Context: an optimization exercise on an open-source flow, tuned for small area, a short achievable clock period and few clock cycles per item. The choices shown serve that exercise and are no tape-out recipe. Where RTL was checked, it was by simulation tests only, not by an equivalence proof against the original.

## sm3_expnd_top
module sm3_expnd_top (
    input  logic      clk,
    input  logic      rst_n,
    input  sm3_expnd_pkg::sm3_word_t pad_d_i,
    input  logic      pad_vld_i,
    input  logic      pad_lst_i,
    output logic      pad_rdy_o,
    output sm3_expnd_pkg::sm3_word_t wj_o,
    output sm3_expnd_pkg::sm3_word_t wjj_o,
    output logic      expnd_vld_o,
    output logic      expnd_lst_o
);
make LEC_CHECK=0 CAP_MARGIN=20 CORE_MARGIN=2 CORE_UTILIZATION=40 SETUP_SLACK_MARGIN=2.5 SLEW_MARGIN=20 finish   # period 3.5 ns
run.sh (not shown) runs the stock make flow with config.mk's settings and CLKGATE_MAP_FILE= SYNTH_SCRIPT=/design/flow/synth_recipe.tcl, a recipe that flattens the netlist after the stock synthesis.
The starting point passed the timing, design-rule and antenna checks.
==> next run, changes <==
--- a/flow/config.mk
+++ b/flow/config.mk
@@ -10,3 +10,3 @@
 export CORE_UTILIZATION = 40
-export SETUP_SLACK_MARGIN = 2.5
+export SETUP_SLACK_MARGIN = 1.0
 export SLEW_MARGIN = 20
=> The new run ran to the end with no violations. Sequential share of layout area climbs by 3.8 points. Die area does not change. Synthesized area is unchanged. Global-route usage fell by 0.61 points. Worst setup slack degrades by 0.48 ns. Via count came out lower by a few percent.
==> next run, changes <==
--- a/flow/config.mk
+++ b/flow/config.mk
@@ -10,3 +10,3 @@
 export CORE_UTILIZATION = 40
-export SETUP_SLACK_MARGIN = 1.0
+export SETUP_SLACK_MARGIN = 2.0
 export SLEW_MARGIN = 20
The new run produced a clean layout.
Synthesized area is unchanged.
Critical path depth stays the same.
Fmax rose by about 25%.
Setup slack gets better by 0.49 ns.
Wire length rose by 4.3%.
Final area rose by about 6%.
Cell count rose by 2.9%.
==> next run, changes <==
--- a/flow/config.mk
+++ b/flow/config.mk
@@ -10,3 +10,3 @@
 export CORE_UTILIZATION = 40
-export SETUP_SLACK_MARGIN = 2.0
+export SETUP_SLACK_MARGIN = 3.0
 export SLEW_MARGIN = 20
After rerunning: Synthesized area stays the same; cell area went up by 2.9%; routed wire length increases by about 2.3%.
No run of this note included a check of the RTL's function; only the layout flow was run.


## job 5143
Another version of the RTL of sm3_expnd_top (not shown whole).
Size in the first run: roughly 570 flip-flops, roughly 100 I/O pins.
Settings: LEC_CHECK=0, CAP_MARGIN=20, CORE_MARGIN=2, CORE_UTILIZATION=40, CTS_BUF_LIST=sky130_fd_sc_hd__clkbuf_8, SETUP_SLACK_MARGIN=1.8, SLEW_MARGIN=20; clock period 3.5 ns.
Job 5143 reached the final stage; the timing, design-rule and antenna checks on its layout passed.
Testbench counts of job 5143, summed over its fixed seeds: cycles 6,536, items 6,144.
Setup changes, job 5143 to job 1801
Settings: an added CTS_CLUSTER_SIZE of 30; an added CTS_CLUSTER_DIAMETER of 80; a deleted CTS_BUF_LIST that had been sky130_fd_sc_hd__clkbuf_8; a change of SETUP_SLACK_MARGIN from 1.8 to 1.5.
==> flow/flow/run.sh (new file) <==
#!/bin/bash
# The standard layout, with every port buffered by a buf_2 instead of the
# buffer buffer_ports picks by itself.
set -euo pipefail
export BUFFER_PORTS_ARGS="-buffer_cell sky130_fd_sc_hd__buf_2"
bash standard.sh finish > standard.log 2>&1
==> flow/standard.sh (new file) <==
#!/bin/bash
# synth_recipe.tcl (not shown) runs the flow's synth.tcl, then flattens the netlist and writes it again
# the make line also repeats each setting of config.mk as NAME=value (left out here)
make -C /OpenROAD-flow-scripts/flow DESIGN_CONFIG=/design/flow/config.mk WORK_HOME=/design/flow/orfs CLKGATE_MAP_FILE= SYNTH_SCRIPT=/design/flow/synth_recipe.tcl "${@:-finish}"
removed: flow/run.sh
### Flow results
- The share of the clock period used by the worst path in job 1801 was higher than what job 5143 gave.
- Higher data arrival time of the critical path goes to job 1801 over job 5143.
- Taking job 1801 as 1.0, job 5143 lands at 1.15 on non-clock buffer count.
- What job 1801 reported for number of buffers added by the clock tree synthesis step has to be multiplied by 3.7 to get the figure for job 5143.
- No stage failed in job 1801, and the final checks on the layout all came back clean.
Input-level comparison between job 4463 and job 1801:
==> flow/run.sh (new file) <==
#!/bin/bash
# synth_recipe.tcl (not shown) runs the flow's synth.tcl, then flattens the netlist and writes it again
# the make line also repeats each setting of config.mk as NAME=value (left out here)
make -C /OpenROAD-flow-scripts/flow DESIGN_CONFIG=/design/flow/config.mk WORK_HOME=/design/flow/orfs CLKGATE_MAP_FILE= SYNTH_SCRIPT=/design/flow/synth_recipe.tcl finish
removed: flow/flow/run.sh
removed: flow/standard.sh
## What came out
- Total routing usage reported by global routing sits lower in job 4463 than in job 1801.
- Looking only at sequential share of layout area, and setting everything else aside, the lower value of job 4463 and job 1801 goes to job 4463.
- Compared with job 1801, in job 4463 non-clock buffer count went up 3; met3 track demand over resource in global routing held; global-route wire length before repair went down 1.6%.
- Job 4463 ended up with u_window.win_q[11][21] as its startpoint of the most critical setup path; job 1801 ended up with u_ctrl.rdy_q.
- For number of nets in the layout, job 1801 and job 4463 come out practically identical.
- The relative slew slack in job 4463 was higher than what job 1801 gave.
Changes in job 8953 relative to job 4463:
Settings: SETUP_SLACK_MARGIN changed from 1.5 to 1.8.
Results
Job 8953 completed end to end with timing, DRC and antenna clean.
In job 8953, the number of vias per cell after detailed routing came out 0.055 above the value in job 4463.
[job 8953] number of cells in the finished layout apart from fillers rose 12 relative to job 4463
Between job 8953 and job 4463, the total negative slack for setup checks does not differ in any meaningful way.
Job 8953 — final period utilization 2.8 points lower, job 4463 as reference
Final clock skew: job 8953 and job 4463 compared, lower one is job 4463
The post-route core utilization in job 8953 sits 1.8 points above the value recorded for job 4463.
Side by side, highest achievable clock rate turned out higher in job 8953 than in job 4463.
Between job 8953 and job 4463, it is job 8953 whose proportion of cell area spent on the clock network is lower, by 0.29 points.
Final worst setup slack in job 8953 is 0.098 ns above job 4463.
Of job 8953 and job 4463, the run reporting the lower design area was job 4463.

## what the ideal ports hide
In the flow no input, the clock included, has a driving cell. The finished layouts below were timed again as built, in two steps.
Step 1, drivers: a clkbuf_16 drives clk and a buf_2 each remaining input, both assumed.
Step 2 adds t to the input delays and takes it off the output delays; t is the mean of the earliest and latest rising clock arrival at the registers after step 1. Input paths then give back, and output paths get back, about the clock's delay inside the block.
a / b / c = ideal / step 1 / step 2; a / b = the first two.
run	shift t [ns]	slack for setup (ns)	clock arrival spread, ns	worst register clock-pin slew, ns	cell pins on the clock port's net
the first run of note 1	0.594	1.559 / 1.510 / 1.267	0.012 / 0.012	0.06 / 0.06	1
the second run of note 1	0.595	1.084 / 1.036 / 0.995	0.027 / 0.027	0.06 / 0.06	1
the third run of note 1	0.601	1.572 / 1.525 / 1.300	0.025 / 0.025	0.06 / 0.06	1
the fourth run of note 1	0.594	1.557 / 1.507 / 1.267	0.011 / 0.012	0.06 / 0.06	1
job 5143	0.641	1.626 / 1.579 / 1.302	0.026 / 0.025	0.06 / 0.06	1
job 1801	0.585	1.607 / 1.556 / 1.638	0.015 / 0.015	0.11 / 0.11	1
job 4463	0.587	1.561 / 1.515 / 1.177	0.021 / 0.021	0.11 / 0.11	1
job 8953	0.581	1.660 / 1.613 / 1.330	0.036 / 0.036	0.11 / 0.11	1
After both steps every run listed still meets setup and hold. For job 4463, which loses most, drivers alone change the setup slack by -0.046 ns; drivers and shift together by -0.384 ns.
